This is an optimization exercise on Yosys and OpenROAD, whose aim is small area, a short achievable clock period and few clock cycles, not a production implementation. Where RTL was checked, it was by simulation tests only, not by an equivalence proof against the original. The RTL of runs 1 to 4 was laid out without a check of its function. Power is estimated from default activity; no workload was simulated.

$ cat design/flow/config.mk
export PLATFORM = sky130hd
export DESIGN_NAME = riscv_alu
export DESIGN_NICKNAME = riscv_alu
export VERILOG_FILES = /design/flow/design.v
export SDC_FILE = /design/flow/constraint.sdc
export NUM_CORES = 4
export LEC_CHECK = 0
export CAP_MARGIN = 20
export CORE_MARGIN = 2
export CORE_UTILIZATION = 40
export SLEW_MARGIN = 20
$ cat design/flow/constraint.sdc
create_clock -name core_clock -period 12.0 [get_ports {clk_i}]
set_input_delay 2.4000 -clock core_clock [delete_from_list [all_inputs] [get_ports {clk_i}]]
set_output_delay 2.4000 -clock core_clock [all_outputs]
set_load 0.01 [all_outputs]
$ cat design/flow/design.v
`default_nettype none
package riscv_alu_pkg;
	localparam int XLEN = 32;
	function automatic logic [5:0] bit_len(input logic [XLEN-1:0] x);
		bit_len = '0;
		for (int i = 0; i < XLEN; i++) begin
			if (x[i]) bit_len = 6'(i + 1);
		end
	endfunction
	function automatic logic [5:0] first_one(input logic [XLEN-1:0] x);
		first_one = 6'd32;
		for (int i = XLEN - 1; i >= 0; i--) begin
			if (x[i]) first_one = 6'(i);
		end
	endfunction
endpackage
`default_nettype wire
`timescale 1ns/10ps
`default_nettype none
module riscv_alu_arith (
	input  logic [6:0]  op_i,
	input  logic [31:0] a_i,
	input  logic [31:0] b_i,
	output logic [31:0] sum_o,
	output logic        cmp_o,
	output logic [31:0] minmax_o
);
	logic        sub;
	logic [32:0] sum33;
	logic        ltu;
	logic        lt;
	logic        eq;
	assign sub   = ~(op_i[4] & op_i[3] & ~op_i[0]);
	assign sum33 = {1'b0, a_i} + {1'b0, b_i ^ {32{sub}}} + {32'b0, sub};
	assign sum_o = sum33[31:0];
	assign ltu = ~sum33[32];
	assign lt  = op_i[0] ? ltu : (ltu ^ a_i[31] ^ b_i[31]);
	assign eq  = (a_i == b_i);
	always_comb begin
		case (op_i[3:1])
			3'b000, 3'b001: cmp_o = lt;
			3'b010, 3'b011: cmp_o = lt | eq;
			3'b100:         cmp_o = ~(lt | eq);
			3'b101:         cmp_o = ~lt;
			default:        cmp_o = eq ^ op_i[0];
		endcase
	end
	assign minmax_o = (lt ^ op_i[1]) ? a_i : b_i;
endmodule
`default_nettype wire
`timescale 1ns/10ps
`default_nettype none
module riscv_alu_shifter (
	input  logic [6:0]  op_i,
	input  logic [31:0] a_i,
	input  logic [4:0]  amt_i,
	output logic [31:0] result_o
);
	logic        shift_left;
	logic        shift_arith;
	logic        rotate;
	logic [31:0] a_rev;
	logic [31:0] op_a;
	logic [31:0] fill;
	logic [63:0] wide;
	logic [31:0] right_result;
	logic [31:0] right_rev;
	assign shift_left  = ~op_i[4] & op_i[1] & op_i[0];
	assign shift_arith = ~op_i[4] & ~op_i[1] & ~op_i[0];
	assign rotate      = op_i[4] | (op_i[1] & ~op_i[0]);
	always_comb begin
		for (int i = 0; i < 32; i++) begin
			a_rev[i] = a_i[31-i];
		end
	end
	assign op_a = shift_left ? a_rev : a_i;
	assign fill = rotate ? op_a : {32{shift_arith & op_a[31]}};
	assign wide = {fill, op_a} >> amt_i;
	assign right_result = wide[31:0];
	always_comb begin
		for (int i = 0; i < 32; i++) begin
			right_rev[i] = right_result[31-i];
		end
	end
	assign result_o = shift_left ? right_rev : right_result;
endmodule
`default_nettype wire
`timescale 1ns/10ps
`default_nettype none
module riscv_alu_bit_count (
	input  logic [6:0]  op_i,
	input  logic [31:0] a_i,
	output logic [5:0]  count_o,
	output logic [5:0]  a_len_o
);
	logic [2:0]  c4  [8];
	logic [3:0]  c8  [4];
	logic [4:0]  c16 [2];
	logic [5:0]  popcnt;
	logic        inv;
	logic [5:0]  len;
	logic [5:0]  ff1;
	logic        a_zero;
	always_comb begin
		for (int i = 0; i < 8; i++) begin
			c4[i] = 3'(a_i[4*i]) + 3'(a_i[4*i+1]) + 3'(a_i[4*i+2]) + 3'(a_i[4*i+3]);
		end
		for (int i = 0; i < 4; i++) begin
			c8[i] = 4'(c4[2*i]) + 4'(c4[2*i+1]);
		end
		for (int i = 0; i < 2; i++) begin
			c16[i] = 5'(c8[2*i]) + 5'(c8[2*i+1]);
		end
		popcnt = 6'(c16[0]) + 6'(c16[1]);
	end
	assign inv    = a_i[31] & op_i[0] & ~(op_i[2] & op_i[1]);
	assign len    = riscv_alu_pkg::bit_len(a_i ^ {32{inv}});
	assign ff1    = riscv_alu_pkg::first_one(a_i);
	assign a_zero = ~|a_i;
	assign a_len_o = len + 6'(inv);
	always_comb begin
		case (op_i[1:0])
			2'b00:   count_o = popcnt;
			2'b01:   count_o = a_zero ? 6'd0 : {1'b0, ~len[4:0]};
			2'b10:   count_o = ff1;
			default: count_o = a_zero ? 6'd32 : len - 6'd1;
		endcase
	end
endmodule
`default_nettype wire
`timescale 1ns/10ps
`default_nettype none
module riscv_alu_div (
	input  logic        clk_i,
	input  logic        rst_n_i,
	input  logic        req_i,         
	input  logic        ex_ready_i,
	input  logic [6:0]  op_i,
	input  logic [31:0] a_i,
	input  logic [31:0] b_i,
	input  logic [5:0]  a_len_i,       
	input  logic [31:0] rot_i,         
	output logic [4:0]  rot_amt_o,
	output logic [31:0] result_o,
	output logic        ready_o
);
	logic        sgn;
	logic        neg_b;
	logic        b_zero;
	logic [5:0]  b_len;
	logic        fast;
	logic [5:0]  span;
	logic [4:0]  iters;
	logic [3:0]  last_iter;
	logic [31:0] top_mask;
	logic        start;
	logic        last;
	logic        busy_q;
	logic        done_q;
	logic [3:0]  cnt_q;
	logic [31:0] rem_q;
	logic [31:0] dvd_q;
	logic [32:0] sub_b;
	logic [31:0] rem1;
	logic [31:0] rem2;
	logic        q1;
	logic        q0;
	logic [31:0] mag;
	logic        neg_res;
	assign sgn    = op_i[0];
	assign neg_b  = sgn & b_i[31];
	assign b_zero = ~|b_i;
	assign b_len  = riscv_alu_pkg::bit_len(b_i ^ {32{neg_b}});
	assign fast = b_zero | (a_len_i < b_len);
	assign span  = a_len_i - b_len + 6'd2;
	assign iters = (span[5:1] > 5'd16) ? 5'd16 : span[5:1];
	assign last_iter = 4'(iters - 5'd1);
	assign rot_amt_o = {iters[3:0], 1'b0};
	always_comb begin
		for (int i = 0; i < 32; i++) begin
			top_mask[i] = (6'(i) + {iters, 1'b0}) >= 6'd32;
		end
	end
	assign start = req_i & ~fast & ~busy_q & ~done_q;
	assign last  = busy_q & (cnt_q == 4'd0);
	always_ff @(posedge clk_i or negedge rst_n_i) begin
		if (!rst_n_i) begin
			busy_q <= 1'b0;
			done_q <= 1'b0;
		end else begin
			if (start) begin
				busy_q <= 1'b1;
			end else if (last) begin
				busy_q <= 1'b0;
			end
			if (last) begin
				done_q <= 1'b1;
			end else if (ex_ready_i) begin
				done_q <= 1'b0;
			end
		end
	end
	assign sub_b = {1'b1, b_i ^ {32{~neg_b}}};
	function automatic logic [32:0] div_step(input logic [31:0] r, input logic d,
		input logic [32:0] y, input logic cin);
		logic [33:0] t;
		t = {1'b0, r, d} + {1'b0, y} + {33'b0, cin};
		div_step = t[33] ? {t[31:0], 1'b1} : {r[30:0], d, 1'b0};
	endfunction
	assign {rem1, q1} = div_step(rem_q, dvd_q[31], sub_b, ~neg_b);
	assign {rem2, q0} = div_step(rem1, dvd_q[30], sub_b, ~neg_b);
	always_ff @(posedge clk_i) begin
		if (busy_q) begin
			rem_q <= rem2;
			dvd_q <= {dvd_q[29:0], q1, q0};
			cnt_q <= cnt_q - 4'd1;
		end else if (!done_q) begin
			rem_q <= rot_i & ~top_mask;
			dvd_q <= rot_i & top_mask;
			cnt_q <= last_iter;
		end
	end
	assign mag     = op_i[1] ? rem_q : dvd_q;
	assign neg_res = sgn & a_i[31] & (op_i[1] | ~b_i[31]) | neg_b & ~op_i[1] & ~a_i[31];
	always_comb begin
		if (fast) begin
			result_o = op_i[1] ? a_i : {32{b_zero}};
		end else begin
			result_o = (mag ^ {32{neg_res}}) + {31'b0, neg_res};
		end
	end
	assign ready_o = done_q | (~busy_q & ~(req_i & ~fast));
endmodule
`default_nettype wire
`timescale 1ns/10ps
`default_nettype none
module riscv_alu (
	input  logic                           clk_i,
	input  logic                           rst_n_i,
	input  logic                           enable_i,
	input  logic [6:0]                     operator_i,
	input  logic [31:0]                    operand_a_i,
	input  logic [31:0]                    operand_b_i,
	input  logic                           ex_ready_i,
	output logic [31:0]                    result_o,
	output logic                           comparison_result_o,
	output logic                           ready_o
);
	logic [6:0]  op;
	logic [31:0] a;
	logic [31:0] b;
	logic        g_cmp;
	logic        g_minmax;
	logic        g_and;
	logic        g_addsub;
	logic        g_shift;
	logic        g_or;
	logic        g_xor;
	logic        g_div;
	logic        g_count;
	logic [31:0] sum;
	logic        cmp;
	logic [31:0] minmax;
	logic [31:0] shift_in;
	logic [4:0]  shift_amt;
	logic [31:0] shift_result;
	logic [5:0]  count;
	logic [5:0]  a_len;
	logic [4:0]  rot_amt;
	logic [31:0] div_result;
	logic        div_ready;
	assign op = operator_i;
	assign a  = operand_a_i;
	assign b  = operand_b_i;
	assign g_cmp    = ~op[5] & ~op[4];
	assign g_minmax = ~op[5] &  op[4] & ~op[3] & ~op[2];
	assign g_and    = ~op[5] &  op[4] & ~op[3] &  op[2];
	assign g_addsub = ~op[5] &  op[4] &  op[3];
	assign g_shift  =  op[5] & ~op[4] & ~op[3];
	assign g_or     =  op[5] & ~op[4] &  op[3] & ~op[0];
	assign g_xor    =  op[5] & ~op[4] &  op[3] &  op[0];
	assign g_div    =  op[5] &  op[4] & ~op[2];
	assign g_count  =  op[5] &  op[4] &  op[2];
	riscv_alu_arith arith_i (
		.op_i(op), .a_i(a), .b_i(b), .sum_o(sum), .cmp_o(cmp), .minmax_o(minmax)
	);
	assign shift_in  = (op[4] & op[0] & a[31]) ? -a : a;
	assign shift_amt = op[4] ? rot_amt : b[4:0];
	riscv_alu_shifter shifter_i (
		.op_i(op), .a_i(shift_in), .amt_i(shift_amt), .result_o(shift_result)
	);
	riscv_alu_bit_count bit_count_i (
		.op_i(op), .a_i(a), .count_o(count), .a_len_o(a_len)
	);
	riscv_alu_div div_i (
		.clk_i(clk_i), .rst_n_i(rst_n_i), .req_i(enable_i & g_div), .ex_ready_i(ex_ready_i),
		.op_i(op), .a_i(a), .b_i(b), .a_len_i(a_len), .rot_i(shift_result),
		.rot_amt_o(rot_amt), .result_o(div_result), .ready_o(div_ready)
	);
	assign result_o =
		({32{g_cmp}}    & {31'b0, cmp}) |
		({32{g_minmax}} & minmax) |
		({32{g_and}}    & (a & b)) |
		({32{g_addsub}} & sum) |
		({32{g_shift}}  & shift_result) |
		({32{g_or}}     & (a | b)) |
		({32{g_xor}}    & (a ^ b)) |
		({32{g_div}}    & div_result) |
		({32{g_count}}  & {26'b0, count});
	assign comparison_result_o = cmp;
	assign ready_o = div_ready;
endmodule
`default_nettype wire
$ cat design/flow/run.sh
#!/bin/bash
# synth_recipe.tcl (not shown) runs the flow's synth.tcl, then flattens the netlist and writes it again
# the make line also repeats each setting of config.mk as NAME=value (left out here)
make -C /OpenROAD-flow-scripts/flow DESIGN_CONFIG=/design/flow/config.mk WORK_HOME=/design/flow/orfs CLKGATE_MAP_FILE= SYNTH_SCRIPT=/design/flow/synth_recipe.tcl finish
==> flow_summary_export.csv, run 1 <==
group,metric,value,unit
timing,slew_viol_final,0,
power_and_ir_drop,p_leak,12.0,nW
synthesis,yosys_warnings,7,
clocking,cts_root_buffer,"clkbuf_16",
floorplanning,row_count,88,
timing,min_period_over_period,0.987,
routing,drc,0,
finish,final_common_cell,"buf_4",
timing,final-hold-violation-count,0,
finish,fin_nets,3941,
synthesis,synth.avg_cell_area,7.11,um2
place,dp_slack,-0.562,ns
worst_setup_path,regToRegSetupSlack,4.36,ns
synthesis,synth_nets,3605,
timing,tightest_slew,1.11,ns
worst_setup_path,worstPathArrival,9.45,ns
grt,grt_max_degree,90,
power_and_ir_drop,swShare,0.551,
clocking,cts_made_buffers,9,
synthesis,netlist_instances,3297,
place,place.gp.congestion,1.08,
worst_setup_path,cp-endpoint,"result_o[13]",
worst_setup_path,crit_start,"operator_i[0]",
timing,finalSetupViolCount,0,
timing,max_freq,84.4,MHz
power_and_ir_drop,power_frac_comb,0.843,
power_and_ir_drop,ir_drop,253,uV
synthesis,synth-edff-count,68,
finish,diodes,0,
timing,fin_crit,11.85,ns
worst_setup_path,cp_max_fo,10,
floorplanning,die-height,246,um
place,port_buffers,107,
clocking,clock_sinks,70,
timing,grt_setup_unrepaired,"yes",
worst_setup_path,cp-start-kind,"input port",
clocking,htree_num_levels,3,
clocking,hold_buffers,0,
finish,final_cell_mix,"451 x buf_4, 297 x nand2_1, 266 x nor2_1",
run_status,status,"complete, no violations",
power_and_ir_drop,p_switching,3.22,mW
grt,track_usage,0.410,
worst_setup_path,r2r_end,"div_i.rem_q[3]",
power_and_ir_drop,seqPwrFrac,0.104,
hold_path,min_path_cells,2,
routing,wirelength,128000,um
synthesis,synth_top_family_by_area,"compound AO/OA/AOI/OAI gates",
worst_setup_path,critPathKind,"in -> out",
worst_setup_path,r2r_start,"div_i.rem_q[0]",
routing,via_per_inst,6.80,
clocking,clock_latency,0.35,ns
clocking,path_clk_slew,0.06,ns
synthesis,synthArstFlopShare,0.0286,
synthesis,synth_xor_area_frac,0.0695,
floorplanning,io_pins,109,
place,place_area,28100,um2
routing,drt_iter0_drc,4726,
hold_path,hold_class,"reg -> reg",
synthesis,synthMuxAreaShare,0.0653,
timing,layout_setup_ws,0.152,ns
synthesis,yosysSeqAreaShare,0.0892,
flow_run,cap_violations,0,
routing,dr.pass1.iters,8,
grt,antenna_found_initial,6,
worst_setup_path,endpoint_kind,"output pin",
routing,avgRoutedWirePerCell,29.2,um
power_and_ir_drop,power.internal,2.63,mW
synthesis,syn_area,23400,um2
synthesis,synth-main-ff-cell,"edfxtp_1",
power_and_ir_drop,p_per_area,203,nW/um2
clocking,clock_path_buffers,2,
synthesis,synth_compound_area_frac,0.324,
place,hpwl,103000,um
grt,grt_pass1_vias,27500,
routing,drtAntennaViolNets,0,
power_and_ir_drop,clock_power_share,0.053,
finish,post-route-util,0.499,
synthesis,synthAdderAreaFrac,0.135,
floorplanning,start_util,0.406,
floorplanning,die-area,60600,um2
timing,slew_headroom,0.249,
synthesis,ys_types,103,
routing,vias,29900,
finish,design_area,28900,um2
timing,hold_slack,0.559,ns
finish,drive_gt1_frac,0.176,
timing,clock_skew,0.0121,ns
floorplanning,fp.dieW,246,um
grt,grt_pass1_wl,185000,um
worst_setup_path,required,9.60,ns
floorplanning,fp.coreArea,57800,um2
worst_setup_path,r2r_cells,20,
synthesis,yosys.area_share.simple,0.247,
finish,area_growth,23.0,%
clocking,cts_tree,"yes",
synthesis,ys_ff_latch,70,
grt,grt-ovfl-total,0,
[registers in the layout (all words and copies together) (netlist names)]
signal	cells
div_i.done_q	1
div_i.cnt_q	4
div_i.busy_q	1
div_i.rem_q	32
div_i.dvd_q	32
[power groups by stage]
stage	Combinational, mW	Clock, mW	Sequential (mW)
final	4.94	0.309	0.608
after global routing	5.26	0.319	0.616
after CTS	4.72	0.308	0.599
after detailed placement	4.66	0	0.600
after global placement	4.65	0	0.602
after floorplan	2.97	0	0.535
[stage by stage]
| step | std cells | setup TNS, ns | power [mW] |
|---|---|---|---|
| 4_1_cts | 4401 | 0 | 5.62 |
| 2_1_floorplan | 3297 | 0 | 3.50 |
| 3_3_place_gp | 4384 | -4.78 | 5.25 |
| 3_5_place_dp | 4384 | -5.20 | 5.27 |
| 6_report | 4403 | 0 | 5.85 |
| 5_1_grt | 4403 | -0.115 | 6.20 |
[cell type report]
cell class	instances	area [um2]
inverters	170	638
multi-input cells	2814	20200
clock inverters	7	105
repair buffers	568	4660
fillers	5878	29000
flip-flops and latches	70	2090
clock buffers	9	225
well taps	765	957
[cell families (layout without fill, tap and decap cells)]
kind of cell    Yosys count  in the layout
compound gates         1106           1106
xor+xnor                186            186
fa+ha+maj               233            233
buf+inv                 413            754
flops                    70             70
mux                     147            147
simple gates           1142           1142
[cells in the mapped netlist, drive strengths merged, types with 21 or more instances]
cell / n / area share
a211oi: 65 / 0.021
a21o: 44 / 0.014
a21oi: 244 / 0.052
a221oi: 49 / 0.018
a31oi: 47 / 0.013
and2: 26 / 0.0069
and3: 24 / 0.0064
buf: 78 / 0.017
clkbuf: 165 / 0.026
edfxtp: 68 / 0.087
fa: 32 / 0.027
ha: 201 / 0.11
inv: 160 / 0.026
mux2: 35 / 0.017
mux2i: 111 / 0.048
nand2: 300 / 0.048
nand2b: 30 / 0.0080
nand3: 110 / 0.023
nand4: 44 / 0.012
nor2: 268 / 0.043
nor3: 114 / 0.025
nor4: 50 / 0.015
o2111ai: 24 / 0.0090
o211ai: 60 / 0.019
o21a: 21 / 0.0067
o21ai: 197 / 0.042
o221ai: 36 / 0.013
o22ai: 36 / 0.0096
o31ai: 50 / 0.016
or3: 25 / 0.0069
xnor2: 141 / 0.053
xor2: 45 / 0.017
[worst max-delay path, cell delays in order]
cell and delay, ns:
buf_2 0.30, and2_0 0.35, nand2_1 0.22, o32ai_1 0.42, o221ai_1 0.20, o21ai_1 0.32, and2_1 0.23, ha_1 0.18
nand2_1 0.06, or3_1 0.31, a21oi_1 0.17, ha_1 0.28, ha_1 0.36, a21oi_2 0.11, a2111oi_4 0.40, buf_4 0.21
nor3_4 0.05, buf_12 0.16, nor2_1 0.27, o2111ai_2 0.24, a41oi_2 0.37, a21oi_1 0.19, mux2_2 0.31, mux2_2 0.37
a221o_1 0.42, clkdlybuf4s50_1 0.51
[layer usage]
layer,part of all wire,track usage,vias to the layer above,wire (um)
met4,0.069,0.225,10,8870
li1,-,-,13200,-
met5,0.00049,0,-,63
met2,0.40,0.597,2182,51800
met1,0.39,0.544,14100,50500
met3,0.13,0.114,450,17200
[worst min-delay path by stage]
| stage | slack (ns) | startpoint | endpoint |
|---|---|---|---|
| after floorplan | 0.51 | div_i.cnt_q[2] | div_i.busy_q |
| after global placement | 0.54 | div_i.dvd_q[7] | div_i.dvd_q[9] |
| after detailed placement | 0.55 | div_i.dvd_q[21] | div_i.dvd_q[23] |
| after CTS | 0.56 | div_i.dvd_q[7] | div_i.dvd_q[9] |
| after global routing | 0.59 | div_i.dvd_q[8] | div_i.dvd_q[10] |
| final | 0.56 | div_i.dvd_q[7] | div_i.dvd_q[9] |
[what timing repair did]
item / in CTS / in global routing
gates resized for setup: 18 / 81
setup endpoints to repair: 31 / 32
pin swaps: 1 / 11
setup buffers: 1 / 2
cloned: 0 / 0
==> run 2: changes to the inputs <==
--- a/design/flow/design.v
+++ b/design/flow/design.v
@@ -23,3 +23,8 @@
 	input  logic [31:0] b_i,
+	input  logic [31:0] x_i,
+	input  logic [31:0] y_i,
+	input  logic        inv_i,
+	input  logic        cin_i,
 	output logic [31:0] sum_o,
+	output logic        cout_o,
 	output logic        cmp_o,
@@ -27,3 +32,2 @@
 );
-	logic        sub;
 	logic [32:0] sum33;
@@ -32,5 +36,5 @@
 	logic        eq;
-	assign sub   = ~(op_i[4] & op_i[3] & ~op_i[0]);
-	assign sum33 = {1'b0, a_i} + {1'b0, b_i ^ {32{sub}}} + {32'b0, sub};
-	assign sum_o = sum33[31:0];
+	assign sum33  = {1'b0, x_i} + {1'b0, y_i ^ {32{inv_i}}} + {32'b0, cin_i};
+	assign sum_o  = sum33[31:0];
+	assign cout_o = sum33[32];
 	assign ltu = ~sum33[32];
@@ -142,3 +146,10 @@
 	input  logic [31:0] rot_i,         
+	input  logic [31:0] sum_i,         
+	input  logic        cout_i,
 	output logic [4:0]  rot_amt_o,
+	output logic        busy_o,
+	output logic        done_o,
+	output logic [31:0] x_o,           
+	output logic        neg_b_o,
+	output logic        neg_res_o,
 	output logic [31:0] result_o,
@@ -162,8 +173,9 @@
 	logic [31:0] dvd_q;
-	logic [32:0] sub_b;
-	logic [31:0] rem1;
-	logic [31:0] rem2;
+	logic [31:0] p1;
 	logic        q1;
+	logic [31:0] rem1;
+	logic [31:0] p2;
+	logic [32:0] t2;
 	logic        q0;
-	logic [31:0] mag;
+	logic [31:0] rem2;
 	logic        neg_res;
@@ -202,11 +214,9 @@
 	end
-	assign sub_b = {1'b1, b_i ^ {32{~neg_b}}};
-	function automatic logic [32:0] div_step(input logic [31:0] r, input logic d,
-		input logic [32:0] y, input logic cin);
-		logic [33:0] t;
-		t = {1'b0, r, d} + {1'b0, y} + {33'b0, cin};
-		div_step = t[33] ? {t[31:0], 1'b1} : {r[30:0], d, 1'b0};
-	endfunction
-	assign {rem1, q1} = div_step(rem_q, dvd_q[31], sub_b, ~neg_b);
-	assign {rem2, q0} = div_step(rem1, dvd_q[30], sub_b, ~neg_b);
+	assign p1   = {rem_q[30:0], dvd_q[31]};
+	assign q1   = rem_q[31] | cout_i;
+	assign rem1 = q1 ? sum_i : p1;
+	assign p2   = {rem1[30:0], dvd_q[30]};
+	assign t2   = {1'b0, p2} + {1'b0, b_i ^ {32{~neg_b}}} + {32'b0, ~neg_b};
+	assign q0   = rem1[31] | t2[32];
+	assign rem2 = q0 ? t2[31:0] : p2;
 	always_ff @(posedge clk_i) begin
@@ -222,12 +232,10 @@
 	end
-	assign mag     = op_i[1] ? rem_q : dvd_q;
+	assign x_o     = busy_q ? p1 : (op_i[1] ? rem_q : dvd_q);
 	assign neg_res = sgn & a_i[31] & (op_i[1] | ~b_i[31]) | neg_b & ~op_i[1] & ~a_i[31];
-	always_comb begin
-		if (fast) begin
-			result_o = op_i[1] ? a_i : {32{b_zero}};
-		end else begin
-			result_o = (mag ^ {32{neg_res}}) + {31'b0, neg_res};
-		end
-	end
-	assign ready_o = done_q | (~busy_q & ~(req_i & ~fast));
+	assign result_o = fast ? (op_i[1] ? a_i : {32{b_zero}}) : (sum_i ^ {32{neg_res}});
+	assign ready_o   = done_q | (~busy_q & ~(req_i & ~fast));
+	assign busy_o    = busy_q;
+	assign done_o    = done_q;
+	assign neg_b_o   = neg_b;
+	assign neg_res_o = neg_res;
 endmodule
@@ -260,3 +268,10 @@
 	logic        g_count;
+	logic        sub;
+	logic        neg_a;
+	logic [31:0] add_x;
+	logic [31:0] add_y;
+	logic        add_inv;
+	logic        add_cin;
 	logic [31:0] sum;
+	logic        cout;
 	logic        cmp;
@@ -269,2 +284,7 @@
 	logic [4:0]  rot_amt;
+	logic        div_busy;
+	logic        div_done;
+	logic [31:0] div_x;
+	logic        div_neg_b;
+	logic        div_neg_res;
 	logic [31:0] div_result;
@@ -283,6 +303,26 @@
 	assign g_count  =  op[5] &  op[4] &  op[2];
+	assign sub   = ~(op[4] & op[3] & ~op[0]);
+	assign neg_a = op[0] & a[31];
+	assign add_x = (div_busy | div_done) ? div_x : a;
+	assign add_y = (g_div & ~div_busy) ? 32'b0 : b;
+	always_comb begin
+		if (!g_div) begin
+			add_inv = sub;
+			add_cin = sub;
+		end else if (div_busy) begin
+			add_inv = ~div_neg_b;
+			add_cin = ~div_neg_b;
+		end else if (div_done) begin
+			add_inv = div_neg_res;
+			add_cin = 1'b0;
+		end else begin
+			add_inv = neg_a;
+			add_cin = 1'b0;
+		end
+	end
 	riscv_alu_arith arith_i (
-		.op_i(op), .a_i(a), .b_i(b), .sum_o(sum), .cmp_o(cmp), .minmax_o(minmax)
+		.op_i(op), .a_i(a), .b_i(b), .x_i(add_x), .y_i(add_y), .inv_i(add_inv),
+		.cin_i(add_cin), .sum_o(sum), .cout_o(cout), .cmp_o(cmp), .minmax_o(minmax)
 	);
-	assign shift_in  = (op[4] & op[0] & a[31]) ? -a : a;
+	assign shift_in  = op[4] ? (sum ^ {32{neg_a}}) : a;
 	assign shift_amt = op[4] ? rot_amt : b[4:0];
@@ -297,3 +337,5 @@
 		.op_i(op), .a_i(a), .b_i(b), .a_len_i(a_len), .rot_i(shift_result),
-		.rot_amt_o(rot_amt), .result_o(div_result), .ready_o(div_ready)
+		.sum_i(sum), .cout_i(cout), .rot_amt_o(rot_amt), .busy_o(div_busy),
+		.done_o(div_done), .x_o(div_x), .neg_b_o(div_neg_b), .neg_res_o(div_neg_res),
+		.result_o(div_result), .ready_o(div_ready)
 	);
==> run 2 against run 1 <==
Net effect: the layout now fails its checks (setup timing); critical path depth rose by 7; first-iteration DRC count fell by 8.6%; non-clock buffer count rose by 252; count of clock-buffer cells in the layout rose by 1; cell count rose by 4.9%; sequential cell count did not move; design area rose by 4.4%; sequential power fell by 4.3%; critical path type unchanged; area after synthesis fell by 4.3%; global-route usage rose by 8.2 points; clock skew fell by 0.0054 ns.
==> flow_summary_export.csv, run 2 <==
group,metric,value,unit
worst_setup_path,cp_common_cell,"buf_4",
synthesis,syn_area,22400,um2
worst_setup_path,worstPathArrival,9.65,ns
place,hpwl,118000,um
finish,final_common_cell,"buf_4",
synthesis,yosysSeqAreaShare,0.0932,
run_status,status,"complete, but fails checks",
routing,via_per_inst,6.79,
hold_path,min-delay-start,"div_i.dvd_q[18]",
timing,slew_headroom,0.165,
power_and_ir_drop,ir_drop,583,uV
floorplanning,die-height,241,um
routing,vias,31300,
run_status,so_faults,"setup timing",
clocking,cts_tree,"yes",
worst_setup_path,cp-start-kind,"input port",
clocking,clock_sinks,70,
power_and_ir_drop,p_leak,13.5,nW
power_and_ir_drop,power,9.45,mW
floorplanning,fp.coreArea,55300,um2
place,port_buffers,107,
worst_setup_path,cp_max_fo,12,
synthesis,synthArstFlopShare,0.0286,
timing,clock_skew,0.00663,ns
synthesis,synth.avg_cell_area,6.82,um2
worst_setup_path,critPathKind,"in -> out",
routing,avgRoutedWirePerCell,31.8,um
floorplanning,io_pins,109,
grt,grt_pass1_vias,29100,
routing,drt_iter0_drc,4319,
synthesis,synth-main-ff-cell,"edfxtp_1",
floorplanning,row_count,86,
finish,post-route-util,0.545,
hold_path,min_to,"div_i.dvd_q[20]",
timing,grt_setup_unrepaired,"yes",
finish,final_cell_mix,"678 x buf_4, 409 x nand2_1, 332 x nor2_1",
timing,fin_crit,12.05,ns
grt,antenna_found_initial,11,
timing,min_period_over_period,1.00,
worst_setup_path,cp_slowest_cell,"clkdlybuf4s50_1",
timing,slew_viol_final,0,
place,dp_slack,-1.25,ns
hold_path,hold_class,"reg -> reg",
routing,dr.pass1.iters,8,
synthesis,netlist_instances,3290,
routing,drc,0,
worst_setup_path,crit_start,"operand_a_i[8]",
timing,layout_setup_ws,-0.0468,ns
timing,finalSetupViolCount,1,
synthesis,yosys_warnings,8,
synthesis,synth_nets,3566,
clocking,cts_root_buffer,"clkbuf_16",
synthesis,ys_types,109,
routing,wirelength,147000,um
worst_setup_path,regToRegSetupSlack,2.55,ns
synthesis,post-synth-top-area-cell,"ha_1",
synthesis,synth-edff-count,68,
timing,tightest_slew,1.24,ns
finish,area_growth,34.2,%
clocking,clock_path_buffers,2,
worst_setup_path,r2r_start,"div_i.done_q",
finish,fin_nets,4132,
timing,max_freq,83.0,MHz
worst_setup_path,r2r_cells,29,
grt,grt-ovfl-total,0,
worst_setup_path,r2r_end,"div_i.rem_q[31]",
floorplanning,fp.dieW,241,um
worst_setup_path,endpoint_kind,"output pin",
timing,hold_slack,0.577,ns
hold_path,min_path_cells,2,
synthesis,yosys-top-cells-count,"412 x nand2_1, 337 x nor2_1, 317 x a21oi_1",
synthesis,ys_ff_latch,70,
grt,grt_pass1_wl,205000,um
worst_setup_path,crit_path_max_incr_delay,0.59,ns
worst_setup_path,required,9.60,ns
clocking,path_clk_slew,0.05,ns
finish,top_regs,"div_i.dvd_q: 32 flops, div_i.rem_q: 32 flops, div_i.cnt_q: 4 flops",
grt,grt_max_degree,102,
place,place.gp.congestion,1.17,
synthesis,synth.area.top_cells,"ha_1 9.4%, edfxtp_1 9.1%, a21oi_1 7.1%, nand2_1 6.9%, nor2_1 5.6%",
grt,track_usage,0.492,
power_and_ir_drop,p_per_area,314,nW/um2
synthesis,synth_most_common_cell,"nand2_1",
clocking,htree_num_levels,3,
floorplanning,die-area,58000,um2
clocking,hold_buffers,0,
clocking,cts_made_buffers,9,
floorplanning,start_util,0.406,
routing,drtAntennaViolNets,0,
timing,final-hold-violation-count,0,
clocking,clock_latency,0.34,ns
finish,fillers,5472,
synthesis,synth_top_cell_area_share,0.0942,
flow_run,cap_violations,0,
finish,drive_gt1_frac,0.240,
run 2: where the power goes:
| group | leakage, nW | switching (mW) | total, mW | internal [mW] |
|---|---|---|---|---|
| clock | 0.163 | 0.108 | 0.311 | 0.203 |
| sequential | 0.799 | 0.116 | 0.582 | 0.466 |
| combinational | 12.6 | 5.19 | 8.56 | 3.37 |
run 2: routing by layer:
layer / track usage / vias up / wire length, um
met1: 0.603 / 14800 / 53600
met4: 0.420 / 6 / 15700
li1: - / 13300 / -
met2: 0.696 / 2594 / 57800
met5: 0 / - / 44
met3: 0.155 / 658 / 19700
run 2: stage by stage:
stage / setup TNS (ns) / cell area [um2] / std cells
after detailed placement: -25.96 / 29000 / 4571
after global placement: -21.77 / 29000 / 4571
after floorplan: 0 / 22400 / 3290
final: -0.0468 / 30100 / 4617
after CTS: -0.0277 / 29800 / 4599
after global routing: -0.105 / 30100 / 4610
run 2: how the worst max path moves through the flow:
stage / slack [ns] / endpoint / cells past startpoint
floorplan: 0.86 / result_o[20] / 29
global placement: -1.17 / result_o[21] / 32
detailed placement: -1.25 / result_o[21] / 32
CTS: -0.03 / result_o[1] / 35
global route: -0.04 / result_o[24] / 36
finish: -0.05 / result_o[11] / 33
run 2: worst max-delay path, delay by kind of cell:
| kind | cells | cell delay [ns] |
|---|---|---|
| AOI/OAI and AO/OA | 13 | 3.12 |
| buffers and inverters | 11 | 2.31 |
| and+or+nand+nor | 5 | 0.67 |
| adders and majority gates | 3 | 0.89 |
| xor gates and xnor gates | 1 | 0.26 |
run 2: what timing repair did:
item                                    CTS  global route
gates resized for setup                 130            74
endpoints found under the setup margin   32            60
pin swaps                                26            37
setup buffers                            12             9
run 2: kinds of logic after synthesis:
kind of cell             Yosys count  share of synthesized area
multiplexers                     141                     0.0668
adder cells (fa/ha/maj)          202                      0.123
XOR/XNOR                         172                     0.0756
AND/OR/NAND/NOR                 1137                      0.227
buffers and inverters            416                     0.0731
flip-flops                        70                     0.0932
AO/OA/AOI/OAI                   1152                      0.341
run 2: final cells by class:
| cell class | instances | area (um2) | area share |
|---|---|---|---|
| diodes | 8 | 20.0 | 0.000664 |
| clock buffers | 10 | 229 | 0.00760 |
| clock inverters | 6 | 111 | 0.00370 |
| inverters | 151 | 567 | 0.0188 |
| multi-input cells | 2804 | 19400 | 0.644 |
| flip-flops and latches | 70 | 2100 | 0.0696 |
| well taps | 748 | 936 | 0.0311 |
| repair buffers | 820 | 6760 | 0.224 |
==> run 3: changes to the inputs <==
--- a/design/flow/design.v
+++ b/design/flow/design.v
@@ -149,2 +149,4 @@
 	output logic [4:0]  rot_amt_o,
+	output logic        align_o,
+	output logic [31:0] dvd_o,
 	output logic        busy_o,
@@ -152,3 +154,3 @@
 	output logic [31:0] x_o,           
-	output logic        neg_b_o,
+	output logic        neg_b_o,       
 	output logic        neg_res_o,
@@ -158,2 +160,3 @@
 	logic        sgn;
+	logic        neg_a;
 	logic        neg_b;
@@ -163,4 +166,2 @@
 	logic [5:0]  span;
-	logic [4:0]  iters;
-	logic [3:0]  last_iter;
 	logic [31:0] top_mask;
@@ -168,16 +169,16 @@
 	logic        last;
+	logic        align_q;
 	logic        busy_q;
 	logic        done_q;
-	logic [3:0]  cnt_q;
+	logic        sel_rem_q;
+	logic        neg_b_q;
+	logic        neg_res_q;
+	logic [4:0]  cnt_q;
 	logic [31:0] rem_q;
 	logic [31:0] dvd_q;
-	logic [31:0] p1;
-	logic        q1;
-	logic [31:0] rem1;
-	logic [31:0] p2;
-	logic [32:0] t2;
-	logic        q0;
-	logic [31:0] rem2;
+	logic [31:0] p;
+	logic        q;
 	logic        neg_res;
 	assign sgn    = op_i[0];
+	assign neg_a  = sgn & a_i[31];
 	assign neg_b  = sgn & b_i[31];
@@ -186,19 +187,19 @@
 	assign fast = b_zero | (a_len_i < b_len);
-	assign span  = a_len_i - b_len + 6'd2;
-	assign iters = (span[5:1] > 5'd16) ? 5'd16 : span[5:1];
-	assign last_iter = 4'(iters - 5'd1);
-	assign rot_amt_o = {iters[3:0], 1'b0};
+	assign span = a_len_i - b_len + 6'd1;
+	assign rot_amt_o = cnt_q;
 	always_comb begin
 		for (int i = 0; i < 32; i++) begin
-			top_mask[i] = (6'(i) + {iters, 1'b0}) >= 6'd32;
+			top_mask[i] = (cnt_q == 5'd0) || ((6'(i) + {1'b0, cnt_q}) >= 6'd32);
 		end
 	end
-	assign start = req_i & ~fast & ~busy_q & ~done_q;
-	assign last  = busy_q & (cnt_q == 4'd0);
+	assign start = req_i & ~fast & ~align_q & ~busy_q & ~done_q;
+	assign last  = busy_q & (cnt_q == 5'd1);
 	always_ff @(posedge clk_i or negedge rst_n_i) begin
 		if (!rst_n_i) begin
-			busy_q <= 1'b0;
-			done_q <= 1'b0;
+			align_q <= 1'b0;
+			busy_q  <= 1'b0;
+			done_q  <= 1'b0;
 		end else begin
-			if (start) begin
+			align_q <= start;
+			if (align_q) begin
 				busy_q <= 1'b1;
@@ -214,28 +215,30 @@
 	end
-	assign p1   = {rem_q[30:0], dvd_q[31]};
-	assign q1   = rem_q[31] | cout_i;
-	assign rem1 = q1 ? sum_i : p1;
-	assign p2   = {rem1[30:0], dvd_q[30]};
-	assign t2   = {1'b0, p2} + {1'b0, b_i ^ {32{~neg_b}}} + {32'b0, ~neg_b};
-	assign q0   = rem1[31] | t2[32];
-	assign rem2 = q0 ? t2[31:0] : p2;
+	assign p = {rem_q[30:0], dvd_q[31]};
+	assign q = rem_q[31] | cout_i;
 	always_ff @(posedge clk_i) begin
 		if (busy_q) begin
-			rem_q <= rem2;
-			dvd_q <= {dvd_q[29:0], q1, q0};
-			cnt_q <= cnt_q - 4'd1;
-		end else if (!done_q) begin
+			rem_q <= q ? sum_i : p;
+			dvd_q <= {dvd_q[30:0], q};
+			cnt_q <= cnt_q - 5'd1;
+		end else if (align_q) begin
 			rem_q <= rot_i & ~top_mask;
 			dvd_q <= rot_i & top_mask;
-			cnt_q <= last_iter;
+		end else if (!done_q) begin
+			dvd_q     <= sum_i ^ {32{neg_a}};
+			cnt_q     <= (span[5] ? 5'd0 : span[4:0]);
+			sel_rem_q <= op_i[1];
+			neg_b_q   <= neg_b;
+			neg_res_q <= neg_res;
 		end
 	end
-	assign x_o     = busy_q ? p1 : (op_i[1] ? rem_q : dvd_q);
+	assign x_o     = busy_q ? p : (sel_rem_q ? rem_q : dvd_q);
 	assign neg_res = sgn & a_i[31] & (op_i[1] | ~b_i[31]) | neg_b & ~op_i[1] & ~a_i[31];
-	assign result_o = fast ? (op_i[1] ? a_i : {32{b_zero}}) : (sum_i ^ {32{neg_res}});
-	assign ready_o   = done_q | (~busy_q & ~(req_i & ~fast));
+	assign result_o = fast ? (op_i[1] ? a_i : {32{b_zero}}) : (sum_i ^ {32{neg_res_q}});
+	assign ready_o   = done_q | (~busy_q & ~align_q & ~(req_i & ~fast));
+	assign align_o   = align_q;
+	assign dvd_o     = dvd_q;
 	assign busy_o    = busy_q;
 	assign done_o    = done_q;
-	assign neg_b_o   = neg_b;
-	assign neg_res_o = neg_res;
+	assign neg_b_o   = neg_b_q;
+	assign neg_res_o = neg_res_q;
 endmodule
@@ -284,2 +287,4 @@
 	logic [4:0]  rot_amt;
+	logic        div_align;
+	logic [31:0] div_dvd;
 	logic        div_busy;
@@ -326,4 +331,4 @@
 	);
-	assign shift_in  = op[4] ? (sum ^ {32{neg_a}}) : a;
-	assign shift_amt = op[4] ? rot_amt : b[4:0];
+	assign shift_in  = div_align ? div_dvd : a;
+	assign shift_amt = div_align ? rot_amt : b[4:0];
 	riscv_alu_shifter shifter_i (
@@ -337,3 +342,3 @@
 		.op_i(op), .a_i(a), .b_i(b), .a_len_i(a_len), .rot_i(shift_result),
-		.sum_i(sum), .cout_i(cout), .rot_amt_o(rot_amt), .busy_o(div_busy),
+		.sum_i(sum), .cout_i(cout), .rot_amt_o(rot_amt), .align_o(div_align), .dvd_o(div_dvd), .busy_o(div_busy),
 		.done_o(div_done), .x_o(div_x), .neg_b_o(div_neg_b), .neg_res_o(div_neg_res),
==> run 3 against run 2 <==
Net effect: now clean on timing, DRC and antenna; clock power is 2% lower; cell count is 29% lower; die area is 14% lower; register-to-register slack better by 3.3 ns; core utilization is 9.6 points lower; critical path depth is 10 lower; largest cell class unchanged; highest routed layer unchanged.
==> flow_summary_export.csv, run 3 <==
group,metric,value,unit
run_status,status,"complete, no violations",
flow_run,cap_violations,0,
timing,slew_viol_final,0,
synthesis,synth_top_cell_area_share,0.112,
routing,avgRoutedWirePerCell,31.1,um
synthesis,yosys_warnings,8,
finish,fin_nets,2905,
timing,tightest_slew,1.06,ns
synthesis,synth_most_common_cell,"nand2_1",
clocking,clock_sinks,75,
synthesis,synth-edff-count,72,
synthesis,synth.avg_cell_area,7.30,um2
floorplanning,start_util,0.405,
power_and_ir_drop,power_frac_comb,0.782,
finish,final_common_cell,"nand2_1",
grt,antenna_found_initial,2,
place,place_area,21100,um2
place,dp_slack,0.355,ns
routing,dr.pass1.iters,7,
clocking,clock_latency,0.36,ns
routing,wirelength,102000,um
power_and_ir_drop,swShare,0.560,
finish,final_cell_mix,"318 x nand2_1, 242 x o21ai_0, 227 x nor2_1",
grt,track_usage,0.397,
floorplanning,fp.dieW,224,um
synthesis,synth-main-ff-cell,"edfxtp_1",
worst_setup_path,crit_path_max_incr_delay,0.60,ns
timing,layout_setup_ws,0.181,ns
place,port_buffers,107,
synthesis,synth.area.top_cells,"edfxtp_1 11%, mux2i_1 10%, ha_1 9.1%, o21ai_0 6.3%, nand2_1 6.2%",
place,place.gp.congestion,1.06,
finish,design_area,21400,um2
floorplanning,die-height,224,um
synthesis,yosys-top-cells-count,"318 x nand2_1, 243 x o21ai_0, 229 x nor2_1",
routing,vias,22400,
synthesis,synth_nets,2897,
worst_setup_path,cp_cell_sequence,"clkdlybuf4s50_1 -> buf_4 -> nand2_2 -> buf_4 -> nor2_1 -> a21oi_1 -> nor2_1 -> o31a_2 -> xor2_1 -> fa_1 -> nor2b_1 -> o21ai_0 -> a21boi_0 -> o41ai_1 -> buf_4 -> a31o_2 -> o21ai_0 -> a31oi_1 -> xnor2_1 -> mux2i_1 -> a2111oi_0 -> o21ai_0 -> clkdlybuf4s50_1",
grt,grt_pass1_vias,21000,
clocking,htree_num_levels,3,
timing,tns,0,ns
worst_setup_path,regToRegSetupSlack,5.87,ns
synthesis,ys_ff_latch,75,
synthesis,synthArstFlopShare,0.0400,
clocking,hold_buffers,0,
worst_setup_path,critPathTopFamily,"compound AO/OA/AOI/OAI gates",
clocking,cts_tree,"yes",
timing,clock_skew,0.00692,ns
floorplanning,io_pins,109,
synthesis,netlist_instances,2651,
clocking,path_clk_slew,0.06,ns
clocking,cts_root_buffer,"clkbuf_16",
timing,hold_slack,0.658,ns
power_and_ir_drop,seqPwrFrac,0.153,
grt,grt_pass1_wl,146000,um
synthesis,post-synth-top-area-cell,"edfxtp_1",
worst_setup_path,r2r_end,"div_i.dvd_q[31]",
floorplanning,die-area,50100,um2
worst_setup_path,endpoint_kind,"output pin",
power_and_ir_drop,clock_power_share,0.065,
timing,final-hold-violation-count,0,
finish,area_growth,10.8,%
hold_path,min_to,"div_i.dvd_q[7]",
floorplanning,fp.coreArea,47700,um2
power_and_ir_drop,power.internal,2.08,mW
timing,grt_setup_unrepaired,"no",
power_and_ir_drop,p_per_area,220,nW/um2
timing,slew_headroom,0.274,
synthesis,syn_area,19300,um2
worst_setup_path,cp-start-kind,"input port",
worst_setup_path,path_buf_inv,5,
hold_path,hold_class,"reg -> reg",
hold_path,min-delay-start,"div_i.dvd_q[6]",
timing,fin_crit,11.82,ns
timing,finalSetupViolCount,0,
worst_setup_path,worstPathArrival,9.42,ns
finish,drive_gt1_frac,0.0871,
routing,drtAntennaViolNets,0,
worst_setup_path,required,9.60,ns
power_and_ir_drop,p_leak,8.80,nW
synthesis,ys_types,89,
hold_path,min_path_cells,2,
clocking,cts_made_buffers,9,
power_and_ir_drop,p_switching,2.64,mW
routing,drt_iter0_drc,3267,
place,hpwl,78800,um
floorplanning,row_count,80,
routing,via_per_inst,6.84,
power_and_ir_drop,ir_drop,109,uV
grt,grt_max_degree,82,
finish,top_regs,"div_i.dvd_q: 32 flops, div_i.rem_q: 32 flops, div_i.cnt_q: 5 flops",
routing,drc,0,
timing,min_period_over_period,0.985,
clocking,clock_path_buffers,2,
worst_setup_path,cp_slowest_cell,"o21ai_0",
worst_setup_path,r2r_start,"div_i.busy_q",
grt,grt-ovfl-total,0,
worst_setup_path,critPathKind,"in -> out",
worst_setup_path,r2r_cells,18,
timing,max_freq,84.6,MHz
worst_setup_path,cp_max_fo,26,
synthesis,yosysSeqAreaShare,0.116,
-- run 3: changes by cell type after synthesis, sizes merged, moves of 28 or more --
cell / before / now
nand2: 412 / 319
o31ai: 40 / 9
mux4: 5 / 40
a211oi: 78 / 26
mux2i: 119 / 203
nor2: 338 / 229
ha: 169 / 141
a21oi: 318 / 193
xor2: 56 / 15
-- run 3: worst max-delay path by stage --
stage               startpoint           end  slack, ns  cells after the start
2_1_floorplan  operand_a_i[29]   result_o[3]       2.43                     21
3_3_place_gp   operand_a_i[31]  result_o[27]       0.34                     24
3_5_place_dp   operand_a_i[31]  result_o[27]       0.35                     24
4_1_cts        operand_a_i[31]  result_o[27]       0.31                     24
5_1_grt        operand_a_i[31]  result_o[10]       0.07                     26
6_report       operand_a_i[31]  result_o[27]       0.18                     23
-- run 3: kinds of logic (layout without fill, tap and decap cells) --
kind of cell / after synthesis / in the layout / synth area share
xor+xnor: 118 / 118 / 0.0534
flops: 75 / 75 / 0.116
mux: 259 / 259 / 0.162
buf+inv: 375 / 388 / 0.0821
simple gates: 836 / 836 / 0.196
compound gates: 817 / 817 / 0.269
other cells: 0 / 1 / 0
fa+ha+maj: 171 / 171 / 0.122
-- run 3: layer usage --
metal,global-route usage,part of all wire
met5,0,0.000078
met4,0.291,0.085
met3,0.0632,0.10
met2,0.604,0.43
met1,0.510,0.38
-- run 3: power by group through the flow --
| stage | combinational, mW | clock, mW | sequential, mW |
|---|---|---|---|
| 6_report | 3.69 | 0.305 | 0.723 |
| 5_1_grt | 3.90 | 0.311 | 0.736 |
| 4_1_cts | 3.56 | 0.303 | 0.714 |
| 3_5_place_dp | 3.54 | 0 | 0.718 |
| 3_3_place_gp | 3.50 | 0 | 0.714 |
| 2_1_floorplan | 2.39 | 0 | 0.593 |
-- run 3: what timing repair did --
action | CTS | global route
resized for setup | 0 | 3
buffers inserted | 0 | 0
endpoints found under the setup margin | 0 | 8
hold endpoints to repair | 0 | 0
-- run 3: final cells by class --
class	instances	area (um2)
Antenna cell	1	2.50
Clock buffer	9	225
Clock inverter	7	92.6
Fill cell	4879	26300
Inverter	148	556
Multi-Input combinational cell	2201	15600
Sequential cell	75	2240
Tap cell	615	769
Timing Repair Buffer	224	1940
-- run 3: per-stage QoR --
step | total power [mW] | util | instances
after detailed placement | 4.26 | 0.442 | 3263
final | 4.71 | 0.449 | 3280
after floorplan | 2.98 | - | 2651
after global placement | 4.22 | 0.442 | 3263
after CTS | 4.58 | 0.449 | 3279
after global routing | 4.95 | 0.449 | 3279
-- run 3: tightest hold or removal path, delay by kind of cell (launching register included) --
| kind | cells | cell delay [ns] |
|---|---|---|
| DFF | 1 | 0.40 |
| and+or+nand+nor | 1 | 0.06 |
| AOI/OAI and AO/OA | 1 | 0.10 |
==> run 4: changes to the inputs <==
--- a/design/flow/config.mk
+++ b/design/flow/config.mk
@@ -10,2 +10,3 @@
 export CORE_UTILIZATION = 40
+export SETUP_SLACK_MARGIN = 3
 export SLEW_MARGIN = 20
==> run 4 against run 3 <==
Net effect: sequential cell count did not move; critical endpoint is now result_o[5]; setup slack improved by 2.1 ns; non-clock buffer count rose by 168; critical path depth rose by 2; combinational power rose by 22%.
==> flow_summary_export.csv, run 4 <==
group,metric,value,unit
finish,area_growth,27.9,%
worst_setup_path,cp_max_fo,2,
routing,wirelength,109000,um
clocking,hold_buffers,0,
finish,fin_nets,3076,
worst_setup_path,endpoint_kind,"output pin",
worst_setup_path,critPathKind,"in -> out",
timing,min_period_over_period,0.812,
routing,drtAntennaViolNets,0,
grt,grt_max_degree,93,
place,port_buffers,107,
synthesis,synth_most_common_cell,"nand2_1",
routing,dr.pass1.iters,7,
timing,grt_setup_unrepaired,"yes",
timing,layout_setup_ws,2.25,ns
synthesis,synth-main-ff-cell,"edfxtp_1",
synthesis,synth-edff-count,72,
synthesis,ys_ff_latch,75,
synthesis,syn_area,19300,um2
floorplanning,die-height,224,um
power_and_ir_drop,p_per_area,227,nW/um2
synthesis,post-synth-top-area-cell,"edfxtp_1",
power_and_ir_drop,ir_drop,148,uV
hold_path,min_path_cells,2,
place,hpwl,79800,um
synthesis,yosys-top-cells-count,"318 x nand2_1, 243 x o21ai_0, 229 x nor2_1",
place,place.gp.congestion,1.03,
floorplanning,die-area,50100,um2
place,dp_slack,0.480,ns
hold_path,hold_class,"reg -> reg",
routing,via_per_inst,6.92,
routing,avgRoutedWirePerCell,31.7,um
timing,finalSetupViolCount,0,
clocking,cts_tree,"yes",
clocking,cts_made_buffers,9,
grt,grt_pass1_wl,155000,um
grt,grt-ovfl-total,0,
timing,final-hold-violation-count,0,
timing,slew_viol_final,0,
clocking,clock_sinks,75,
run_status,status,"complete, no violations",
power_and_ir_drop,p_leak,10.2,nW
worst_setup_path,r2r_cells,24,
timing,tns,0,ns
floorplanning,row_count,80,
finish,drive_gt1_frac,0.264,
routing,drt_iter0_drc,3492,
synthesis,synth_nets,2897,
floorplanning,fp.dieW,224,um
synthesis,synth_top_cell_area_share,0.112,
synthesis,synthArstFlopShare,0.0400,
worst_setup_path,required,9.60,ns
clocking,cts_root_buffer,"clkbuf_16",
timing,slew_headroom,0.238,
worst_setup_path,worstPathArrival,7.35,ns
routing,drc,0,
synthesis,netlist_instances,2651,
timing,clock_skew,0.0113,ns
synthesis,synth.area.top_cells,"edfxtp_1 11%, mux2i_1 10%, ha_1 9.1%, o21ai_0 6.3%, nand2_1 6.2%",
clocking,path_clk_slew,0.07,ns
floorplanning,fp.coreArea,47700,um2
synthesis,yosysSeqAreaShare,0.116,
timing,max_freq,103,MHz
clocking,clock_path_buffers,2,
flow_run,cap_violations,0,
worst_setup_path,cp-start-kind,"input port",
synthesis,yosys_warnings,8,
floorplanning,start_util,0.405,
routing,vias,23900,
floorplanning,io_pins,109,
finish,final_cell_mix,"309 x nand2_1, 216 x nor2_1, 211 x buf_4",
finish,final_common_cell,"nand2_1",
finish,top_regs,"div_i.dvd_q: 32 flops, div_i.rem_q: 32 flops, div_i.cnt_q: 5 flops",
timing,fin_crit,9.75,ns
clocking,htree_num_levels,3,
grt,track_usage,0.424,
clocking,clock_latency,0.37,ns
timing,tightest_slew,1.13,ns
synthesis,synth.avg_cell_area,7.30,um2
grt,grt_pass1_vias,22400,
power_and_ir_drop,power,5.61,mW
synthesis,ys_types,89,
grt,antenna_found_initial,9,
==> run 4: cell count changes in the layout (fill, tap and decap cells not counted), sizes merged <==
cell	delta
clkinvlp	+7
clkinv	-5
clkdlybuf4s50	-88
mux2	+1
diode	+4
inv	-6
bufinv	+3
clkdlybuf4s15	+10
clkbuf	+6
nand3b	+1
dlygate4sd2	+11
buf	+227
bufbuf	+3
or2	+1
==> run 4: cells by family after synthesis <==
group / synth area share
multiplexers: 0.162
buffers and inverters: 0.0821
flip-flops: 0.116
adder cells (fa/ha/maj): 0.122
XOR/XNOR: 0.0534
AND/OR/NAND/NOR: 0.196
AO/OA/AOI/OAI: 0.269
==> run 4: area by class of cell <==
class / count / area (um2)
inverter: 148 / 647
clock inverter: 6 / 159
tap: 615 / 769
antenna: 5 / 12.5
fill: 4569 / 23000
multi-input combinational: 2204 / 17200
clock buffer: 10 / 239
timing repair buffer: 392 / 3490
sequential: 75 / 2240
==> run 4: through the flow <==
| step | area (um2) | utilization | instances | hold WS (ns) |
|---|---|---|---|---|
| floorplan | 19700 | - | 2651 | 0.567 |
| global placement | 21300 | 0.447 | 3267 | 0.623 |
| detailed placement | 21300 | 0.447 | 3267 | 0.624 |
| CTS | 23900 | 0.500 | 3419 | 0.638 |
| global route | 24700 | 0.518 | 3451 | 0.680 |
| finish | 24700 | 0.518 | 3455 | 0.645 |
==> run 4: routing by layer <==
layer | up-vias | wire length, um | global-route usage
met5 | - | 54 | 0
met4 | 8 | 11100 | 0.348
met3 | 516 | 13100 | 0.104
met2 | 1850 | 46300 | 0.640
met1 | 11400 | 38800 | 0.510
li1 | 10100 | - | -
==> run 4: path summary, 6_finish.rpt <==
path	startpoint	end	slack, ns
worst min-delay path	div_i.dvd_q[1]	div_i.dvd_q[2]	0.65
min in group asynchronous	rst_n_i	div_i.busy_q	2.20
worst max register to register	div_i.busy_q	div_i.dvd_q[31]	6.30
worst min register to register	div_i.dvd_q[1]	div_i.dvd_q[2]	0.65
max in group asynchronous	rst_n_i	div_i.busy_q	9.63
worst max-delay path	operand_a_i[17]	result_o[5]	2.25
==> run 4: what timing repair did <==
item,CTS,global route
resized for setup,665,146
endpoints found under the setup margin,34,34
buffers inserted,130,30
pin swaps,129,99
gates cloned,6,0
==> run 4: critical path, stage by stage <==
cell	delay (ns)
buf_8	0.08
clkinvlp_4	0.10
ha_4	0.28
inv_2	0.03
fa_2	0.33
inv_2	0.07
ha_4	0.12
inv_2	0.03
fa_1	0.52
inv_2	0.05
fa_2	0.47
fa_2	0.56
fa_2	0.46
ha_4	0.18
buf_6	0.11
a21oi_2	0.11
nor2b_1	0.06
o21ai_2	0.18
a31o_2	0.22
buf_6	0.11
nor3_4	0.03
nand2_1	0.13
o221ai_2	0.13
or3_4	0.44
buf_6	0.13
==> run 4: power by group <==
group | internal [mW] | switching (mW) | leakage [nW]
Combinational | 1.83 | 2.68 | 9.23
Sequential | 0.514 | 0.204 | 0.775
Clock | 0.252 | 0.128 | 0.193
Total | 2.60 | 3.02 | 10.2
==> run 5: changes to the inputs <==
--- a/design/flow/design.v
+++ b/design/flow/design.v
@@ -29,2 +29,4 @@
 	output logic        cout_o,
+	output logic [31:0] p_o,           
+	output logic [31:0] g_o,           
 	output logic        cmp_o,
@@ -32,3 +34,6 @@
 );
-	logic [32:0] sum33;
+	logic [31:0] yi;
+	logic [31:0] p;
+	logic [31:0] g;
+	logic [31:0] gc;                   
 	logic        ltu;
@@ -36,8 +41,34 @@
 	logic        eq;
-	assign sum33  = {1'b0, x_i} + {1'b0, y_i ^ {32{inv_i}}} + {32'b0, cin_i};
-	assign sum_o  = sum33[31:0];
-	assign cout_o = sum33[32];
-	assign ltu = ~sum33[32];
+	assign yi = y_i ^ {32{inv_i}};
+	assign p  = x_i ^ yi;
+	assign g  = x_i & yi;
+	always_comb begin
+		logic [31:0] gt;
+		logic [31:0] pt;
+		logic [31:0] gn;
+		logic [31:0] pn;
+		gt = g;
+		pt = p;
+		gt[0] = g[0] | (p[0] & cin_i);
+		for (int d = 1; d < 32; d = d * 2) begin
+			gn = gt;
+			pn = pt;
+			for (int i = 0; i < 32; i++) begin
+				if ((i / d) % 2 == 1) begin
+					gn[i] = gt[i] | (pt[i] & gt[(i / d) * d - 1]);
+					pn[i] = pt[i] & pt[(i / d) * d - 1];
+				end
+			end
+			gt = gn;
+			pt = pn;
+		end
+		gc = gt;
+	end
+	assign sum_o  = p ^ {gc[30:0], cin_i};
+	assign cout_o = gc[31];
+	assign p_o    = p;
+	assign g_o    = g;
+	assign ltu = ~gc[31];
 	assign lt  = op_i[0] ? ltu : (ltu ^ a_i[31] ^ b_i[31]);
-	assign eq  = (a_i == b_i);
+	assign eq  = &p;
 	always_comb begin
@@ -65,8 +96,6 @@
 	logic        rotate;
-	logic [31:0] a_rev;
-	logic [31:0] op_a;
-	logic [31:0] fill;
-	logic [63:0] wide;
-	logic [31:0] right_result;
-	logic [31:0] right_rev;
+	logic [4:0]  r;
+	logic [31:0] rot;
+	logic [31:0] keep;
+	logic        fill;
 	assign shift_left  = ~op_i[4] & op_i[1] & op_i[0];
@@ -75,16 +104,21 @@
 	always_comb begin
-		for (int i = 0; i < 32; i++) begin
-			a_rev[i] = a_i[31-i];
+		for (int i = 0; i < 5; i++) begin
+			r[i] = amt_i[i] ^ (shift_left & ((amt_i & 5'((1 << i) - 1)) != 5'd0));
+		end
+	end
+	always_comb begin
+		rot = a_i;
+		for (int k = 0; k < 5; k++) begin
+			if (r[k]) begin
+				rot = (rot >> (1 << k)) | (rot << (32 - (1 << k)));
+			end
 		end
 	end
-	assign op_a = shift_left ? a_rev : a_i;
-	assign fill = rotate ? op_a : {32{shift_arith & op_a[31]}};
-	assign wide = {fill, op_a} >> amt_i;
-	assign right_result = wide[31:0];
 	always_comb begin
 		for (int i = 0; i < 32; i++) begin
-			right_rev[i] = right_result[31-i];
+			keep[i] = rotate | (shift_left ? (5'(i) >= amt_i) : (5'(31 - i) >= amt_i));
 		end
 	end
-	assign result_o = shift_left ? right_rev : right_result;
+	assign fill     = shift_arith & a_i[31];
+	assign result_o = (rot & keep) | ({32{fill}} & ~keep);
 endmodule
@@ -279,2 +313,4 @@
 	logic        cout;
+	logic [31:0] prop;
+	logic [31:0] gen;
 	logic        cmp;
@@ -308,3 +344,3 @@
 	assign g_count  =  op[5] &  op[4] &  op[2];
-	assign sub   = ~(op[4] & op[3] & ~op[0]);
+	assign sub   = ~op[5] & (~op[4] | (~op[3] & ~op[2]) | (op[3] & op[0]));
 	assign neg_a = op[0] & a[31];
@@ -329,3 +365,4 @@
 		.op_i(op), .a_i(a), .b_i(b), .x_i(add_x), .y_i(add_y), .inv_i(add_inv),
-		.cin_i(add_cin), .sum_o(sum), .cout_o(cout), .cmp_o(cmp), .minmax_o(minmax)
+		.cin_i(add_cin), .sum_o(sum), .cout_o(cout), .p_o(prop), .g_o(gen), .cmp_o(cmp),
+		.minmax_o(minmax)
 	);
@@ -349,7 +386,6 @@
 		({32{g_minmax}} & minmax) |
-		({32{g_and}}    & (a & b)) |
+		({32{g_and | g_or}} & gen) |
+		({32{g_or | g_xor}} & prop) |
 		({32{g_addsub}} & sum) |
 		({32{g_shift}}  & shift_result) |
-		({32{g_or}}     & (a | b)) |
-		({32{g_xor}}    & (a ^ b)) |
 		({32{g_div}}    & div_result) |
==> run 5 against run 4 <==
Net effect: largest power group unchanged; still clean on timing, DRC and antenna; combinational power rose by 11%; count of clock-buffer cells in the layout stayed put; maximum frequency rose by 0.61%; sequential power grew 9.3%; die area is 4.7% lower; largest cell class unchanged; global-route usage up 0.054 points; clock power down 25%; via count decreased by 6.2%; design area decreased by 4.7%.
==> flow_summary_export.csv, run 5 <==
group,metric,value,unit
timing,finalSetupViolCount,0,
routing,vias,22400,
synthesis,ys_types,103,
finish,fin_cells,3232,
synthesis,netlist_instances,2437,
clocking,clock_latency,0.36,ns
worst_setup_path,cp-start-kind,"input port",
finish,top_regs,"div_i.dvd_q: 32 flops, div_i.rem_q: 32 flops, div_i.cnt_q: 5 flops",
synthesis,syn_area,18400,um2
synthesis,synth_top_cell_area_share,0.117,
routing,wirelength,105000,um
floorplanning,io_pins,109,
grt,antenna_found_initial,3,
place,place.gp.congestion,1.04,
worst_setup_path,required,9.60,ns
synthesis,ys_ff_latch,75,
finish,final_common_cell,"nand2_1",
finish,post-route-util,0.520,
clocking,hold_buffers,0,
place,port_buffers,107,
synthesis,synthArstFlopShare,0.0400,
power_and_ir_drop,ir_drop,175,uV
clocking,cts_made_buffers,9,
timing,max_freq,103,MHz
synthesis,synth_most_common_cell,"nand2_1",
timing,clock_skew,0.0134,ns
finish,area_growth,28.1,%
worst_setup_path,critPathKind,"in -> out",
timing,min_period_over_period,0.807,
synthesis,synth.avg_cell_area,7.56,um2
power_and_ir_drop,p_per_area,257,nW/um2
routing,dr_wl_met3,12800,um
finish,fillers,4421,
floorplanning,start_util,0.406,
hold_path,min_path_cells,2,
grt,grt-ovfl-total,0,
hold_path,hold_class,"reg -> reg",
clocking,cts_root_buffer,"clkbuf_16",
place,hpwl,75700,um
clocking,path_clk_slew,0.07,ns
routing,wl_met2,44300,um
grt,track_usage,0.424,
synthesis,synth-edff-count,72,
routing,avgRoutedWirePerCell,32.5,um
grt,grt_max_degree,84,
floorplanning,die-height,219,um
timing,tns,0,ns
synthesis,yosysSeqAreaShare,0.121,
power_and_ir_drop,p_leak,9.43,nW
timing,fin_crit,9.69,ns
timing,slew_viol_final,0,
timing,slew_headroom,0.0526,
timing,tightest_slew,1.42,ns
floorplanning,fp.coreArea,45400,um2
synthesis,synth.area.top_cells,"edfxtp_1 12%, mux2i_1 11%, nand2_1 5.7%, o21ai_0 5.5%, ha_1 5.4%",
clocking,cts_tree,"yes",
routing,top_layer,"met5",
floorplanning,fp.dieW,219,um
floorplanning,die-area,47800,um2
worst_setup_path,cp_max_fo,10,
finish,drive_gt1_frac,0.276,
grt,grt_pass1_vias,20700,
timing,final-hold-violation-count,0,
routing,dr.pass1.iters,9,
worst_setup_path,endpoint_kind,"output pin",
synthesis,synth_nets,2626,
finish,fin_nets,2815,
synthesis,yosys_warnings,8,
floorplanning,row_count,78,
clocking,clock_sinks,75,
flow_run,cap_violations,0,
finish,final_cell_mix,"268 x nand2_1, 223 x buf_4, 189 x mux2i_1",
clocking,htree_num_levels,3,
routing,wl_met1,39100,um
synthesis,synth-main-ff-cell,"edfxtp_1",
routing,via_per_inst,6.94,
worst_setup_path,worstPathArrival,7.29,ns
worst_setup_path,r2r_cells,16,
routing,drt_iter0_drc,3222,
grt,grt_pass1_wl,146000,um
clocking,clock_path_buffers,2,
timing,grt_setup_unrepaired,"yes",
place,dp_cells,3045,
routing,drc,0,
run_status,status,"complete, no violations",
synthesis,yosys-top-cells-count,"279 x nand2_1, 201 x o21ai_0, 195 x mux2i_1",
routing,drtAntennaViolNets,0,
synthesis,post-synth-top-area-cell,"edfxtp_1",
run 5: cell types whose count changed after synthesis, sizes merged, moves of 17 or more:
cell	change
ha	-61
nor2	-43
o21ai	-40
nand2	-39
xnor2	-33
mux2	+31
xor2	+31
a21oi	-18
inv	-18
o21a	+17
run 5: final timing paths:
check | start | endpoint | slack (ns)
setup / recovery | operand_a_i[17] | result_o[4] | 2.31
max in group asynchronous | rst_n_i | div_i.busy_q | 9.59
setup reg to reg | div_i.busy_q | div_i.rem_q[20] | 6.28
hold reg to reg | div_i.rem_q[26] | div_i.rem_q[27] | 0.68
min in group asynchronous | rst_n_i | div_i.align_q | 2.24
hold / removal | div_i.rem_q[26] | div_i.rem_q[27] | 0.68
run 5: worst max-delay path, cell delays in order:
cell and delay [ns]:
buf_12 0.09, buf_4 0.17, buf_4 0.31, ha_1 0.29, ha_4 0.15, inv_2 0.04
fa_1 0.54, inv_2 0.04, fa_1 0.48, fa_2 0.48, fa_1 0.54, ha_4 0.16
inv_2 0.03, fa_2 0.33, xor2_1 0.15, o211ai_1 0.12, a21oi_1 0.16, o21ai_1 0.08
o211ai_1 0.26, o2111ai_2 0.26, buf_2 0.21
run 5: repair_timing:
action / 4_1_cts / 5_1_grt
setup buffers: 119 / 46
cloned: 5 / 0
endpoints found under the setup margin: 34 / 34
resized for setup: 604 / 173
pin swaps: 96 / 73
run 5: metal layers:
layer	global-route usage	vias to the layer above
li1	-	9483
met1	0.529	10800
met2	0.641	1655
met3	0.111	445
met4	0.284	2
met5	0	-
run 5: cell families after synthesis:
logic type               synth area share
AND/OR/NAND/NOR                     0.193
AO/OA/AOI/OAI                       0.268
buffers and inverters              0.0743
multiplexers                        0.184
XOR/XNOR                           0.0680
adder cells (fa/ha/maj)            0.0913
flip-flops                          0.121
run 5: metrics by stage:
| stage | power [mW] | hold WS [ns] | instance area [um2] | setup slack (ns) |
|---|---|---|---|---|
| floorplan | 3.44 | 0.569 | 18600 | 2.85 |
| finish | 6.07 | 0.680 | 23600 | 2.31 |
| global placement | 4.86 | 0.628 | 20300 | 0.905 |
| detailed placement | 4.89 | 0.648 | 20300 | 0.817 |
| CTS | 5.72 | 0.664 | 22800 | 2.38 |
| global route | 6.30 | 0.688 | 23600 | 2.23 |
run 5: final cells by class:
class	count	area [um2]	share of cell area
Multi-Input combinational cell	2027	16300	0.692
Clock inverter	6	66.3	0.00281
Clock buffer	10	229	0.00971
Antenna cell	1	2.50	0.000106
Sequential cell	75	2240	0.0951
Timing Repair Buffer	382	3390	0.144
Inverter	131	576	0.0244
Tap cell	600	751	0.0318
run 5: power by group:
part	internal (mW)	switching, mW
clock	0.161	0.125
sequential	0.528	0.257
combinational	2.12	2.87
total	2.81	3.26
Testbench counts of run 5, summed over its fixed seeds: cycles 33,415.

[what the ideal ports hide]
Ports are ideal in the flow. The routed layouts listed here were re-timed in OpenROAD.
Step 1 sets driving cells, clkbuf_16 on the clock port and buf_2 on the other inputs (assumed; they add their load-dependent delay and slew).
Step 2 also shifts input and output timing later by t, the mid clock arrival at the registers, as if the neighbouring blocks saw the same clock.
Slacks: ideal / step 1 / step 2; pairs: ideal / step 1.
| run | shift t [ns] | setup slack, ns | clock arrival spread, ns | slew at the worst register clock pin (ns) | pins driven straight from the clock port |
|---|---|---|---|---|---|
| run 1 | 0.390 | 0.152 / 0.130 / 0.130 | 0.012 / 0.012 | 0.07 / 0.07 | 1 |
| run 2 | 0.370 | -0.047 / -0.082 / -0.082 | 0.006 / 0.007 | 0.06 / 0.06 | 1 |
| run 3 | 0.408 | 0.181 / 0.160 / 0.160 | 0.007 / 0.007 | 0.06 / 0.06 | 1 |
| run 4 | 0.416 | 2.254 / 2.196 / 2.196 | 0.011 / 0.011 | 0.07 / 0.07 | 1 |
| run 5 | 0.400 | 2.313 / 2.240 / 2.240 | 0.014 / 0.013 | 0.07 / 0.07 | 1 |
The setup slack of run 5, which loses most, moves by -0.073 ns with the drivers and by -0.073 ns with both steps.
